This design comes from an exercise in tuning for small area on the open sky130 flow, not from production work.
At most, simulation tests tie the RTL to the original design; equivalence was not proved.
Only the layout flow was run in run 2; the RTL was not checked for function there.

## flow/design.v (module list and top-level ports; edited modules follow where they fit)
// module dct_butterfly: 56 lines
// module dct_pair_buffer: 48 lines
// module dct_even_odd_mac: 2402 lines
// module dct_1d_top: 42 lines
module dct_1d_top (
	input  logic    clk,
	input  logic    rst,
	input  logic    in_valid,
	input  dct_types_pkg::sample_t in_sample,
	output logic         out_valid,
	output dct_ctrl_pkg::sample_idx_t  out_index,
	output dct_types_pkg::coef_t        out_coef
);
  // ...
==> flow/run.sh <==
#!/bin/bash
# synth_recipe.tcl (not shown) runs the flow's synth.tcl, then flattens the netlist and writes it again
# the make line also repeats each setting of config.mk as NAME=value (left out here)
make -C /OpenROAD-flow-scripts/flow DESIGN_CONFIG=/design/flow/config.mk WORK_HOME=/design/flow/orfs CLKGATE_MAP_FILE= SYNTH_SCRIPT=/design/flow/synth_recipe.tcl finish
==> flow/config.mk <==
export PLATFORM = sky130hd
export DESIGN_NAME = dct_1d_top
export DESIGN_NICKNAME = dct_1d_top
export VERILOG_FILES = /design/flow/design.v
export SDC_FILE = /design/flow/constraint.sdc
export NUM_CORES = 4
export LEC_CHECK = 0
export CAP_MARGIN = 20
export CORE_MARGIN = 2
export CORE_UTILIZATION = 65
export CTS_BUF_LIST = sky130_fd_sc_hd__clkbuf_4 sky130_fd_sc_hd__clkbuf_8
export SLEW_MARGIN = 20
==> flow/constraint.sdc <==
create_clock -name core_clock -period 8.0 [get_ports {clk}]
set_input_delay 1.6000 -clock core_clock [delete_from_list [all_inputs] [get_ports {clk}]]
set_output_delay 1.6000 -clock core_clock [all_outputs]
set_load 0.01 [all_outputs]
==> impl_metrics.py, run 1 <==
metrics = {
    "floorplanning": {
        "die_h_um": 239,
        "start_util_pct": 66.0,
        "rows": 85,
    },
    "final_layout": {
        "design_area_mm2": 0.0388,
        "nClkBuffers": 111,
        "seq_cells": 446,
        "largest_reg_flops": 96,
        "buf_share_pct": 2.07,
        "layout-drive-gt1-share_pct": 9.44,
    },
    "setup_path": {
        "crit_type": "reg -> reg",
        "critPathBufInv": 5,
        "cp_slowest_cell": "fa_1",
        "crit_arrival_ps": 8010,
        "slowest_delay_ps": 550,
        "cp_cell_sequence": "inv_1 > fa_1 > fa_1 > fa_1 > fa_1 > fa_1 > fa_1 > inv_1 > ha_1 > inv_1 > fa_1 > inv_1 > fa_1 > fa_1 > fa_1 > fa_1 > fa_1 > inv_1 > ha_1 > xor2_1 > xnor2_1 > xnor2_1",
    },
    "yosys": {
        "mappedNetlistNets": 3688,
        "synth_simple_gate_area_share_pct": 6.03,
        "syn_inst": 2887,
        "synthFlopType": "edfxtp_1",
        "yosys_register_bits": 446,
        "synth_area_per_cell_um2": 12.4,
        "muxShareOfSynthArea_pct": 2.54,
    },
    "sta": {
        "fin_crit_sh_pct": 94.9,
        "relSlewSlack_pct": 28.1,
    },
    "drt": {
        "via_count": 21200,
        "first_iter_violations": 1769,
    },
    "placement": {
        "io_buffers": 50,
    },
    "global_routing": {
        "top_usage_layer": "met2",
        "grtUsageMet1_pct": 42.9,
    },
    "clock_tree": {
        "cts_resized": 0,
    },
    "run_status": {
        "status": "finished clean",
    },
}
==> module dct_pair_buffer, before the edit <==
module dct_pair_buffer (
	input  logic  clk,
	input  logic  rst,
	input  logic  done,
	input  logic [8*(24+2)-1:0] acc,
	output logic       out_valid,
	output dct_ctrl_pkg::sample_idx_t out_index,
	output dct_types_pkg::coef_t      out_coef
);
	localparam int SW = 24 + 2;
	logic [22+1:0] hold [4];
	logic [22+1:0] sel;
	always_ff @(posedge clk) begin
		if (out_valid && out_index == 3'd0) begin
			for (int k = 0; k < 4; k++)
				hold[k] <= acc[(k + 4)*SW + 2 +: 22 + 2];
		end
	end
	always_ff @(posedge clk or negedge rst) begin
		if (!rst) begin
			out_valid <= 1'b0;
			out_index <= '0;
		end else begin
			if (done) begin
				out_valid <= 1'b1;
				out_index <= '0;
			end else if (out_valid) begin
				out_index <= out_index + 1'b1;
				if (out_index == dct_ctrl_pkg::sample_idx_t'(8 - 1))
					out_valid <= 1'b0;
			end
		end
	end
	always_comb begin
		case (out_index)
			3'd0: sel = acc[0*SW + 2 +: 22 + 2];
			3'd1: sel = acc[1*SW + 2 +: 22 + 2];
			3'd2: sel = acc[2*SW + 2 +: 22 + 2];
			3'd3: sel = acc[3*SW + 2 +: 22 + 2];
			3'd4: sel = hold[0];
			3'd5: sel = hold[1];
			3'd6: sel = hold[2];
			default: sel = hold[3];
		endcase
	end
	assign out_coef = sel[22-1:0]
		+ {7'd0, sel[22+1], 7'd0, sel[22], 6'd0};
endmodule
==> module dct_1d_top, before the edit <==
module dct_1d_top (
	input  logic    clk,
	input  logic    rst,
	input  logic    in_valid,
	input  dct_types_pkg::sample_t in_sample,
	output logic         out_valid,
	output dct_ctrl_pkg::sample_idx_t  out_index,
	output dct_types_pkg::coef_t        out_coef
);
	logic  pair_valid;
	dct_ctrl_pkg::step_t pair_step;
	dct_types_pkg::pair_t pair_sum;
	dct_types_pkg::pair_t pair_diff;
	logic [8*(24+2)-1:0] acc;
	dct_butterfly i_butterfly (
		.clk        (clk),
		.rst        (rst),
		.in_valid   (in_valid),
		.in_sample  (in_sample),
		.pair_valid (pair_valid),
		.pair_step  (pair_step),
		.pair_sum   (pair_sum),
		.pair_diff  (pair_diff)
	);
	dct_even_odd_mac i_mac (
		.clk        (clk),
		.pair_valid (pair_valid),
		.pair_step  (pair_step),
		.pair_sum   (pair_sum),
		.pair_diff  (pair_diff),
		.acc        (acc)
	);
	dct_pair_buffer i_out (
		.clk        (clk),
		.rst        (rst),
		.done       (pair_valid && pair_step == 2'd3),
		.acc        (acc),
		.out_valid  (out_valid),
		.out_index  (out_index),
		.out_coef   (out_coef)
	);
endmodule
==> run 2, diff against run 1 <==
--- a/flow/design.v
+++ b/flow/design.v
@@ -71,27 +71,28 @@
 endmodule
 `default_nettype wire
 `default_nettype none
 module dct_pair_buffer (
 	input  logic  clk,
 	input  logic  rst,
 	input  logic  done,
 	input  logic [8*(24+2)-1:0] acc,
+	input  logic [8*(24+2)-1:0] acc_next,
 	output logic       out_valid,
 	output dct_ctrl_pkg::sample_idx_t out_index,
 	output dct_types_pkg::coef_t      out_coef
 );
 	localparam int SW = 24 + 2;
 	logic [22+1:0] hold [4];
 	logic [22+1:0] sel;
 	always_ff @(posedge clk) begin
-		if (out_valid && out_index == 3'd0) begin
+		if (done) begin
 			for (int k = 0; k < 4; k++)
-				hold[k] <= acc[(k + 4)*SW + 2 +: 22 + 2];
+				hold[k] <= acc_next[(k + 4)*SW + 2 +: 22 + 2];
 		end
 	end
 	always_ff @(posedge clk or negedge rst) begin
 		if (!rst) begin
 			out_valid <= 1'b0;
 			out_index <= '0;
 		end else begin
 			if (done) begin
@@ -122,17 +123,18 @@
 `default_nettype wire
 `default_nettype none
 module dct_even_odd_mac (
 	input  logic  clk,
 	input  logic  pair_valid,
 	input  dct_ctrl_pkg::step_t pair_step,
 	input  dct_types_pkg::pair_t pair_sum,
 	input  dct_types_pkg::pair_t pair_diff,
-	output logic [8*(24+2)-1:0] acc
+	output logic [8*(24+2)-1:0] acc,
+	output logic [8*(24+2)-1:0] acc_next
 );
 	logic [23:0] s_x0, s_x4, s_c2, s_c6, s_o1, s_o3, s_o5, s_o7;
 	logic [23:0] n_x0, n_x4, n_c2, n_c6, n_o1, n_o3, n_o5, n_o7;
 	logic [1:0] k_x0, k_x4, k_c2, k_c6, k_o1, k_o3, k_o5, k_o7;
 	logic [1:0] nk_x0, nk_x4, nk_c2, nk_c6, nk_o1, nk_o3, nk_o5, nk_o7;
 	logic  first, keep;
 	logic  neg1, neg5, neg7;
 	logic [22:0] d1, d5, d7;
@@ -2517,16 +2519,24 @@
 	assign acc[0*(24+2) +: 24+2] = {k_x0, s_x0};
 	assign acc[1*(24+2) +: 24+2] = {k_o3, s_o3};
 	assign acc[2*(24+2) +: 24+2] = {k_c6, s_c6};
 	assign acc[3*(24+2) +: 24+2] = {k_o7, s_o7};
 	assign acc[4*(24+2) +: 24+2] = {k_x4, s_x4};
 	assign acc[5*(24+2) +: 24+2] = {k_o1, s_o1};
 	assign acc[6*(24+2) +: 24+2] = {k_c2, s_c2};
 	assign acc[7*(24+2) +: 24+2] = {k_o5, s_o5};
+	assign acc_next[0*(24+2) +: 24+2] = {nk_x0, n_x0};
+	assign acc_next[1*(24+2) +: 24+2] = {nk_o3, n_o3};
+	assign acc_next[2*(24+2) +: 24+2] = {nk_c6, n_c6};
+	assign acc_next[3*(24+2) +: 24+2] = {nk_o7, n_o7};
+	assign acc_next[4*(24+2) +: 24+2] = {nk_x4, n_x4};
+	assign acc_next[5*(24+2) +: 24+2] = {nk_o1, n_o1};
+	assign acc_next[6*(24+2) +: 24+2] = {nk_c2, n_c2};
+	assign acc_next[7*(24+2) +: 24+2] = {nk_o5, n_o5};
 endmodule
 `default_nettype wire
 `default_nettype none
 module dct_1d_top (
 	input  logic    clk,
 	input  logic    rst,
 	input  logic    in_valid,
 	input  dct_types_pkg::sample_t in_sample,
@@ -2534,37 +2544,40 @@
 	output dct_ctrl_pkg::sample_idx_t  out_index,
 	output dct_types_pkg::coef_t        out_coef
 );
 	logic  pair_valid;
 	dct_ctrl_pkg::step_t pair_step;
 	dct_types_pkg::pair_t pair_sum;
 	dct_types_pkg::pair_t pair_diff;
 	logic [8*(24+2)-1:0] acc;
+	logic [8*(24+2)-1:0] acc_next;
 	dct_butterfly i_butterfly (
 		.clk        (clk),
 		.rst        (rst),
 		.in_valid   (in_valid),
 		.in_sample  (in_sample),
 		.pair_valid (pair_valid),
 		.pair_step  (pair_step),
 		.pair_sum   (pair_sum),
 		.pair_diff  (pair_diff)
 	);
 	dct_even_odd_mac i_mac (
 		.clk        (clk),
 		.pair_valid (pair_valid),
 		.pair_step  (pair_step),
 		.pair_sum   (pair_sum),
 		.pair_diff  (pair_diff),
-		.acc        (acc)
+		.acc        (acc),
+		.acc_next   (acc_next)
 	);
 	dct_pair_buffer i_out (
 		.clk        (clk),
 		.rst        (rst),
 		.done       (pair_valid && pair_step == 2'd3),
 		.acc        (acc),
+		.acc_next   (acc_next),
 		.out_valid  (out_valid),
 		.out_index  (out_index),
 		.out_coef   (out_coef)
 	);
 endmodule
 `default_nettype wire
==> flow/config.mk (replaced) <==
export PLATFORM = sky130hd
export DESIGN_NAME = dct_1d_top
export DESIGN_NICKNAME = dct_1d_top
export VERILOG_FILES = /design/flow/design.v
export SDC_FILE = /design/flow/constraint.sdc
export NUM_CORES = 4
export LEC_CHECK = 0
export CAP_MARGIN = 20
export CORE_MARGIN = 2
export CORE_UTILIZATION = 40
export SLEW_MARGIN = 20
==> run 2 against run 1 <==
Net effect: global-route usage fell by 13 points; cell count up 11%; die area grew 60%; synthesized cell count is 1.1% lower; register-to-register slack barely moved; count of clock-buffer cells in the layout shrank 48; maximum frequency hardly changed; routed wire length decreased by 2.7%; flip-flop and latch count unchanged; critical endpoint is now i_out.hold[0][21]; highest routed layer is now met5.
==> impl_metrics.py, run 2 <==
metrics = {
    "placement": {
        "io_buffers": 50,
        "placed_cells": 4024,
        "dp.final_hpwl_um": 66800,
        "gp_congestion": 0.916,
        "post-place-ws_ps": 379,
    },
    "final_layout": {
        "syn2layout_area_growth_pct": 10.8,
        "layout-drive-gt1-share_pct": 7.13,
        "final_cells": 4127,
        "finalNetCount": 3717,
        "mostFrequentLayoutCell": "inv_1",
        "post-route-util_pct": 44.5,
        "regMostFlops": "i_out.hold",
        "largest_reg_flops": 96,
        "layout_common_cells": "inv_1 (678), fa_1 (533), edfxtp_1 (391)",
    },
    "sta": {
        "finClkSkew_ps": 28.4,
        "tightest_slew_ps": 910,
        "finalCriticalPeriod_ps": 7590,
        "fmax_ghz": 0.132,
        "setup_tns_ps": 0,
        "slew_viol_final": 0,
        "fin_crit_sh_pct": 94.9,
        "setup_ws_ps": 405,
        "setup_viol": 0,
        "rsz0062_at_grt": "false",
        "hold_viol": 0,
        "relSlewSlack_pct": 39.3,
    },
    "yosys": {
        "synth_top_area_share_pct": 33.2,
        "mappedNetlistArea_mm2": 0.0354,
        "synth_commonest_cells": "inv_1 (679), fa_1 (533), edfxtp_1 (391)",
        "synth_simple_gate_area_share_pct": 6.11,
        "synth_most_common_cell": "inv_1",
        "yosysTopAreaCell": "edfxtp_1",
        "mappedNetlistNets": 3655,
        "syn_inst": 2854,
        "yosysSeqAreaShare_pct": 36.4,
        "synth_top_family_by_area": "adder cells",
        "synthAdderAreaFrac_pct": 38.8,
        "yosys.area_share.xor_xnor_pct": 3.67,
        "synthFlopType": "edfxtp_1",
        "ys_types": 64,
        "synth_area_per_cell_um2": 12.4,
        "async_flop_share_pct": 2.02,
        "synth_area_leaders": "edfxtp_1 (33%), fa_1 (30%), ha_1 (8.6%)",
        "synth_compound_area_share_pct": 5.24,
        "muxShareOfSynthArea_pct": 1.41,
        "synth_edf_count": 391,
        "yosys_register_bits": 446,
        "yosys_warnings": 4,
    },
    "run_status": {
        "status": "finished clean",
    },
    "clock_tree": {
        "tritoncts": "yes",
        "cts_root_buffer": "clkbuf_16",
        "cts_buffer_depth": 3,
        "cts_made_buffers": 54,
        "postCtsSetupBuffers": 0,
        "cts_resized": 0,
        "clk_pin_slew_ps": 60,
        "ctsHoldBuffers": 0,
        "clk_latency_ps": 620,
        "cts_max_level": 2,
        "clkSinkCount": 446,
    },
    "drt": {
        "ant_nets": 0,
        "highest_layer": "met5",
        "drc": 0,
        "wl_per_cell_um": 20.8,
        "via_count": 20200,
        "dr_wl_met2_um": 39700,
        "first_pass_iters": 8,
        "first_iter_violations": 1683,
        "avgViaCountPerCell": 4.89,
        "wl_met1_um": 37700,
        "route.met3.wl_um": 5500,
        "routed_wirelength_um": 85700,
    },
    "setup_path": {
        "cp.required_ps": 8340,
        "cp-start-kind": "flip-flop",
        "crit_type": "reg -> reg",
        "end_kind": "flip-flop",
        "crit_arrival_ps": 7930,
        "path_max_fanout": 6,
    },
    "global_routing": {
        "antenna_found_initial": 4,
        "grt_pass1_vias": 21800,
        "grt_first_pass_wirelength_um": 133000,
        "grtUsageTotal_pct": 19.6,
        "grt_start_max_net_pins": 106,
        "grt-ovfl-total": 0,
    },
    "floorplanning": {
        "die_h_um": 301,
        "die-area_mm2": 0.0908,
        "num_io_pins": 51,
        "rows": 109,
        "start_util_pct": 40.2,
        "die_w_um": 301,
        "core_mm2": 0.0880,
    },
    "hold_path": {
        "hold_class": "reg -> reg",
    },
    "flow_run": {
        "maxCapViolCount": 0,
    },
}
-- run 2: cell count changes in the layout (fill, tap and decap cells not counted), moves of 16 or more --
cell / previous run / this run
a22oi_1: 37 / 6
clkbuf_8: 92 / 2
clkbuf_4: 19 / 0
clkbuf_16: 0 / 55
a222oi_1: 24 / 55
mux2_2: 77 / 30
buf_4: 35 / 53
a21oi_1: 48 / 64
-- run 2: critical path, cell delays in order, from the launching register on --
cell	delay [ps]
dfxtp_1	540
inv_1	250
fa_1	490
fa_1	470
fa_1	470
fa_1	470
fa_1	540
fa_1	550
inv_1	40
ha_1	160
inv_1	70
fa_1	170
inv_1	60
fa_1	450
fa_1	470
fa_1	470
fa_1	460
fa_1	540
inv_1	40
ha_1	190
xor2_1	150
xnor2_1	180
xnor2_1	110
-- run 2: stage by stage --
step / instance area, um^2 / hold WS, ps
after detailed placement: 37400 / 431
after global routing: 39200 / 466
after floorplan: 35400 / 408
after global placement: 37400 / 433
after CTS: 39200 / 446
final: 39200 / 434
-- run 2: routing by layer --
metal,global-route usage (%),up-vias
met5,0,-
met4,5.93,2
met3,3.89,112
met2,31.4,608
met1,27.1,10200
li1,-,9260
-- run 2: final cells by class --
type	count	area (um^2)
fill	8063	48800
clock buffer	63	1430
inverter	680	2550
tap	1165	1460
antenna	1	2.50
multi-input combinational	1629	19600
timing repair buffer	105	923
sequential	446	12900
clock inverter	38	359
-- run 2: path summary, 6_finish.rpt --
kind,slack [ps],start,to,cells past startpoint
min in group asynchronous,1470,rst,i_butterfly.idx[1],1
min,430,i_butterfly.late,i_butterfly.pair_valid,1
max,410,i_butterfly.pair_sum[16],i_out.hold[0][21],22
min reg2reg,430,i_butterfly.late,i_butterfly.pair_valid,1
max reg2reg,410,i_butterfly.pair_sum[16],i_out.hold[0][21],22
max in group asynchronous,5900,rst,i_butterfly.pair_valid,1
-- run 2: logic make-up (layout without fill, tap and decap cells) --
kind of cell | count (synthesis) | in the layout
AND/OR/NAND/NOR | 399 | 399
buffers and inverters | 779 | 886
flip-flops | 446 | 446
other | 0 | 1
AO/OA/AOI/OAI | 259 | 259
adder cells (fa/ha/maj) | 777 | 777
XOR/XNOR | 148 | 148
multiplexers | 46 | 46

-- re-timing with driven ports --
No port has a modelled driver above. Below, the same layouts with a new extraction and two added sets of constraints. Step 1 sets driving cells, clkbuf_16 on the clock port and buf_2 on the other inputs (assumed; they add their load-dependent delay and slew). Step 2 times the ports against the registers' clock, not the clock port: input delays grow and output delays shrink by t, the midpoint of the rising clock arrivals with the driver on. Slacks: no drivers / after step 1 / after step 2; pairs: no drivers / after step 1.
| run | t (ns) | setup slack, ns | worst setup path at the end | worst slew at a driven data input, ns |
|---|---|---|---|---|
| run 1 | 0.726 | 0.408 / 0.408 / 0.408 | register to register | 0.07 |
| run 2 | 0.669 | 0.405 / 0.405 / 0.405 | register to register | 0.06 |
After both steps every run listed still meets setup and hold.
